This is an optimization exercise on Yosys and OpenROAD, whose aim is small area and a short achievable clock period, not a production implementation.
In this exercise RTL edits were held to simulation tests only and were not proved equivalent to the original.
The clock port is modelled as an ideal driver; clocking choices that lean on that would not hold on a real chip.
Power figures rest on the tool's default switching activity, not on a simulated workload.

==> inputs of job 9819 <==
// data_mem_responder
module data_mem_responder #(
    parameter int BITS       = 16,
    parameter int DEPTH_LOG2 = 8,
    parameter int WAIT       = 2
) (
    input  logic            clk,
    input  logic            rst,
    input  logic            req,
    input  logic            we,
    input  logic [15:0]     addr,
    input  logic [BITS-1:0] wdata,
    output logic [BITS-1:0] rdata,
    output logic            ack,
    output logic            busy,
    output logic            err
);
    localparam int NR = 16;     
    localparam int NT = 6;      
    localparam int NW = 4;      
    logic [3:0] r_c;
    always_ff @(posedge clk) begin
        r_c <= r_c + 4'd1;
    end
    logic r_idle, r_w1, r_w2, r_w3, r_ack, r_busy, r_err, r_ld3;
    logic r_we, r_mis;
    always_ff @(posedge clk) begin
        if (rst) begin
            r_idle <= 1'b1;
            r_w1   <= 1'b0;
            r_w2   <= 1'b0;
            r_w3   <= 1'b0;
            r_ack  <= 1'b0;
            r_busy <= 1'b0;
            r_err  <= 1'b0;
            r_ld3  <= 1'b0;
        end else begin
            r_idle <= (r_idle & ~req) | r_ack;
            r_w1   <= r_idle & req;
            r_w2   <= r_w1;
            r_w3   <= r_w2;
            r_ack  <= r_w3;
            r_busy <= (r_idle & req) | r_w1 | r_w2;
            r_err  <= r_w3 & r_mis;
            r_ld3  <= r_w2 & ~r_we & ~r_mis;
        end
    end
    logic [7:0]       r_k;
    logic [BITS-1:0]  r_wdata;
    logic [NR-1:0]    r_roh;      
    logic             r_same;     
    logic [3:0]       r_pos;      
    logic [NR*NT-1:0] r_rs;       
    logic             r_rat;      
    logic             r_pv;       
    logic [7:0]       r_pk;       
    logic [NR-1:0]    w_iroh, w_nroh;
    logic [NT-1:0][3:0] r_tgt;
    always_ff @(posedge clk) begin
        r_tgt[0] <= 4'd14 - r_c;
        r_tgt[1] <= 4'd1 - r_c;
        r_tgt[2] <= 4'd4 - r_c;
        r_tgt[3] <= 4'd7 - r_c;
        r_tgt[4] <= 4'd10 - r_c;
        r_tgt[5] <= 4'd12 - r_c;
    end
  ...
Settings: LEC_CHECK=0, CAP_MARGIN=20, CORE_MARGIN=2, CORE_UTILIZATION=60, CTS_CLUSTER_DIAMETER=100, CTS_CLUSTER_SIZE=25, PLACE_DENSITY=0.65, SETUP_SLACK_MARGIN=2.7, SLEW_MARGIN=20; clock period 4.5 ns.
run.sh (not shown) runs the stock make flow with config.mk's settings and CLKGATE_MAP_FILE= SYNTH_SCRIPT=/design/flow/synth_recipe.tcl, a recipe that flattens the netlist after the stock synthesis.
==> job 9357 (differences from job 9819) <==
Settings changed: SETUP_SLACK_MARGIN 2.7 to 2.5.
==> job 6001 (differences from job 9819) <==
--- a/flow/design.v
+++ b/flow/design.v
@@ -487,23 +487,26 @@
         w_tap = w_tap | ({BITS{r_rs[91]}} & ~m15_3);
         w_tap = w_tap | ({BITS{r_rs[92]}} & m15_6);
         w_tap = w_tap | ({BITS{r_rs[93]}} & ~m15_9);
         w_tap = w_tap | ({BITS{r_rs[94]}} & m15_12);
         w_tap = w_tap | ({BITS{r_rs[95]}} & m15_14);
     end
-    logic [BITS-1:0] r_hold, r_rdata, w_hkeep, w_rkeep;
+    logic [BITS-1:0] r_hold, r_rdata;
     logic            r_hstale;
-    assign w_hkeep = {BITS{~r_rat}} & r_hold;
     always_ff @(posedge clk) begin
-        r_hold <= w_tap | w_hkeep;
-        if (r_rat) r_hstale <= r_pv & r_same;
+        if (r_rat) begin
+            r_hold   <= w_tap;
+            r_hstale <= r_pv & r_same;
+        end
     end
-    assign w_rkeep = r_ld3 ? ({BITS{~r_rat}} & (r_hstale ? r_pdata : r_hold)) : r_rdata;
     always_ff @(posedge clk) begin
-        if (rst) r_rdata <= '0;
-        else     r_rdata <= ({BITS{r_ld3}} & w_tap) | w_rkeep;
+        if (rst) begin
+            r_rdata <= '0;
+        end else if (r_ld3) begin
+            r_rdata <= r_rat ? w_tap : (r_hstale ? r_pdata : r_hold);
+        end
     end
     assign rdata = r_rdata;
     assign ack   = r_ack;
     assign busy  = r_busy;
     assign err   = r_err;
 endmodule
Settings changed: CORE_UTILIZATION 60 to 67, PLACE_DENSITY 0.65 to 0.72, SETUP_SLACK_MARGIN 2.7 to 2.15.
==> job 1297 (differences from job 9819) <==
--- a/flow/design.v
+++ b/flow/design.v
@@ -487,23 +487,26 @@
         w_tap = w_tap | ({BITS{r_rs[91]}} & ~m15_3);
         w_tap = w_tap | ({BITS{r_rs[92]}} & m15_6);
         w_tap = w_tap | ({BITS{r_rs[93]}} & ~m15_9);
         w_tap = w_tap | ({BITS{r_rs[94]}} & m15_12);
         w_tap = w_tap | ({BITS{r_rs[95]}} & m15_14);
     end
-    logic [BITS-1:0] r_hold, r_rdata, w_hkeep, w_rkeep;
+    logic [BITS-1:0] r_hold, r_rdata;
     logic            r_hstale;
-    assign w_hkeep = {BITS{~r_rat}} & r_hold;
     always_ff @(posedge clk) begin
-        r_hold <= w_tap | w_hkeep;
-        if (r_rat) r_hstale <= r_pv & r_same;
+        if (r_rat) begin
+            r_hold   <= w_tap;
+            r_hstale <= r_pv & r_same;
+        end
     end
-    assign w_rkeep = r_ld3 ? ({BITS{~r_rat}} & (r_hstale ? r_pdata : r_hold)) : r_rdata;
     always_ff @(posedge clk) begin
-        if (rst) r_rdata <= '0;
-        else     r_rdata <= ({BITS{r_ld3}} & w_tap) | w_rkeep;
+        if (rst) begin
+            r_rdata <= '0;
+        end else if (r_ld3) begin
+            r_rdata <= r_rat ? w_tap : (r_hstale ? r_pdata : r_hold);
+        end
     end
     assign rdata = r_rdata;
     assign ack   = r_ack;
     assign busy  = r_busy;
     assign err   = r_err;
 endmodule
Settings changed: SETUP_SLACK_MARGIN 2.7 to 2.2.
==> qor summary <==
Core area: job 6001 166700 um2; job 1297 185600 um2; job 9819 185800 um2; job 9357 185800 um2
Data arrival time of the worst path: job 6001 3.32 ns; job 1297 3.13 ns; job 9819 1.43 ns; job 9357 1.47 ns
Worst Clk Skew: job 6001 0.04037 ns; job 1297 0.03405 ns; job 9819 0.02830 ns; job 9357 0.04541 ns
Run status: job 6001 timing/DRC/antenna clean; job 1297 timing/DRC/antenna clean; job 9819 finished with violations; job 9357 timing/DRC/antenna clean
Layout check failures: job 6001 -; job 1297 -; job 9819 antenna rules; job 9357 -
Number of routed nets with antenna violations: job 6001 0; job 1297 0; job 9819 1; job 9357 0
Clock network fraction of design power: job 6001 0.330; job 1297 0.330; job 9819 0.328; job 9357 0.328
Instance count on the critical path: job 6001 4; job 1297 8; job 9819 1; job 9357 1
Internal Pwr Total: job 6001 47.57 mW; job 1297 47.60 mW; job 9819 47.84 mW; job 9357 47.70 mW
Path type of the worst setup path: job 6001 reg2reg; job 1297 reg2reg; job 9819 reg2out; job 9357 reg2out
Peak clock frequency supported by timing: job 6001 400.4 MHz; job 1297 405.3 MHz; job 9819 429.4 MHz; job 9357 421.3 MHz
Distinct cell type count of the synthesized netlist: job 6001 58; job 1297 58; job 9819 61; job 9357 61
Count of clock-net buffers in the final layout: job 6001 236; job 1297 240; job 9819 222; job 9357 222
Switching pwr: job 6001 12.45 mW; job 1297 12.47 mW; job 9819 12.72 mW; job 9357 12.62 mW

* * *

==> build 53 <==
data_mem_responder again, from the RTL that the note above started with.
clock: 4.5 ns
lec_check: 0
cap_margin: 20
core_margin: 2
core_utilization: 60
cts_cluster_diameter: 100
cts_cluster_size: 25
place_density: 0.65
setup_slack_margin: 2.2
slew_margin: 20
standard.sh (not shown) runs the stock make flow with config.mk's settings and CLKGATE_MAP_FILE= SYNTH_SCRIPT=/design/flow/synth_recipe.tcl, a recipe that flattens the netlist after the stock synthesis.
==> flow/flow/run.sh <==
#!/bin/bash
# Own flow: the standard layout (standard.sh), with one extra step after
# clock-tree synthesis (post_cts.tcl) that splits the clock root buffer into
# four quadrant roots driven by the clock port, and repairs the design and timing after it.  ORFS writes each tool's log
# under orfs/logs/; make's own output goes to standard.log here.
set -euo pipefail
W="$(pwd)"
bash standard.sh SKIP_CTS_REPAIR_TIMING=1 POST_CTS_TCL="$W/flow/post_cts.tcl" finish > "$W/standard.log" 2>&1
==> flow/flow/post_cts.tcl <==
# Split the clock root buffer into four: the clock port drives four copies
# of the root buffer, each driving the mid-level buffers of one quadrant, so
# no root buffer drives the whole next level.
set block [ord::get_db_block]
set root [$block findInst clkbuf_0_clk]
if {$root == "NULL"} {
  puts "post_cts: no clkbuf_0_clk, nothing done"
  return
}
set rootA [$root findITerm A]
set rootX [$root findITerm X]
set inNet [$rootA getNet]
set outNet [$rootX getNet]
set loads {}
foreach it [$outNet getITerms] {
  if {[$it getId] == [$rootX getId]} { continue }
  if {[$it isOutputSignal]} { continue }
  set inst [$it getInst]
  set loc [$inst getLocation]
  lappend loads [list $it [lindex $loc 0] [lindex $loc 1]]
}
set n [llength $loads]
puts "post_cts: root drives $n loads"
if {$n < 8} { return }
# two-way split by x, then each half by y
set byx [lsort -integer -index 1 $loads]
set half [expr {$n / 2}]
set groups {}
foreach part [list [lrange $byx 0 [expr {$half - 1}]] [lrange $byx $half end]] {
  set byy [lsort -integer -index 2 $part]
  set h [expr {[llength $byy] / 2}]
  lappend groups [lrange $byy 0 [expr {$h - 1}]] [lrange $byy $h end]
}
set master [$root getMaster]
set g 0
foreach grp $groups {
  set sx 0; set sy 0
  foreach l $grp { incr sx [lindex $l 1]; incr sy [lindex $l 2] }
  set cx [expr {$sx / [llength $grp]}]
  set cy [expr {$sy / [llength $grp]}]
  if {$g == 0} {
    set drv $root
  } else {
    set drv [odb::dbInst_create $block $master "clkbuf_0_clk_q$g"]
    set net [odb::dbNet_create $block "clknet_0_clk_q$g"]
    $net setSigType CLOCK
    [$drv findITerm A] connect $inNet
    [$drv findITerm X] connect $net
    foreach l $grp {
      set it [lindex $l 0]
      $it disconnect
      $it connect $net
    }
  }
  $drv setLocation $cx $cy
  $drv setPlacementStatus PLACED
  puts "post_cts: group $g: [llength $grp] loads, driver at $cx $cy"
  incr g
}
detailed_placement
estimate_parasitics -placement
report_clock_skew
# timing repair (setup and hold) after the split; the flow's own repair in
# cts.tcl is skipped (SKIP_CTS_REPAIR_TIMING=1 in run.sh)
repair_design_helper
repair_timing_helper
detailed_placement
check_placement -verbose
estimate_parasitics -placement
report_clock_skew
report_worst_slack -max
report_worst_slack -min
==> trial 37 (differences from build 53) <==
==> flow/run.sh (new file) <==
#!/bin/bash
# synth_recipe.tcl (not shown) runs the flow's synth.tcl, then flattens the netlist and writes it again
# the make line also repeats each setting of config.mk as NAME=value (left out here)
make -C /OpenROAD-flow-scripts/flow DESIGN_CONFIG=/design/flow/config.mk WORK_HOME=/design/flow/orfs CLKGATE_MAP_FILE= SYNTH_SCRIPT=/design/flow/synth_recipe.tcl finish
TNS_END_PERCENT = 30   (was not set)
removed: flow/flow/run.sh
removed: flow/flow/post_cts.tcl
removed: flow/standard.sh
==> metrics.md <==
| Metric | Value |
|---|---|
| Skew-Pair Late Insertion Delay | about 0.9 ns |
| Status | timing/DRC/antenna clean |
| CP Launch Point | r_rs[43] |
| DR vias/cell | between 6 and 7 |
| Seq/total area | 0.728 |
| Multi-input combinational area share | 0.177 |
| Clock power frac | 0.329 |
| Post-layout instance area | ~120000 um^2 |
| Nets | about 8000 |
| Met3 Track Usage GR | 0.158 |
-- figures above: trial 37

==> metrics.md <==
| Metric | Value |
|---|---|
| Status | finished with violations |
| Fail Reasons | antenna violations |
| Post-layout instance area | 123000 um^2 |
| Seq/total area | 0.725 |
| Fin crit period | 2.45 ns |
| Nets | about 8100 |
| CP Launch Point | r_rs[72] |
| Skew-Pair Late Insertion Delay | around 0.65 ns |
| DR vias/cell | between 6 and 7 |
| Area occupied by multi-input gates | ~22000 um^2 |
| Hold Startpoint | m0_10[2] |
| Multi-input combinational area share | 0.177 |
| Met3 Track Usage GR | 0.156 |
| DRT antenna net count | 1 |
-- figures above: build 53

[what the ideal ports hide]
Ports are ideal in the flow. The routed layouts listed here were re-timed in OpenROAD. Step 1 assumes that a clkbuf_16 drives the clock port and a buf_2 every other input. Step 2 adds t to the input delays and takes it off the output delays; t is the mean of the earliest and latest rising clock arrival at the registers after step 1. Input paths then give back, and output paths get back, about the clock's delay inside the block. a / b / c = ideal / step 1 / step 2; a / b = the first two.
run | shift t [ns] | setup slack, ns | latest minus earliest clock arrival (ns)
job 9819 | 0.984 | 2.171 / 2.075 / 1.735 | 0.037 / 0.037
job 9357 | 0.994 | 2.127 / 2.029 / 1.624 | 0.049 / 0.049
job 6001 | 0.981 | 2.003 / 2.003 / 1.275 | 0.050 / 0.050
job 1297 | 0.984 | 2.033 / 2.026 / 1.343 | 0.038 / 0.037
build 53 | 0.831 | 2.054 / 2.052 / 1.562 | 0.048 / 0.049
trial 37 | 0.969 | 2.028 / 2.028 / 1.401 | 0.054 / 0.054
For job 6001, which loses most, drivers alone change the setup slack by 0.000 ns; drivers and shift together by -0.728 ns.
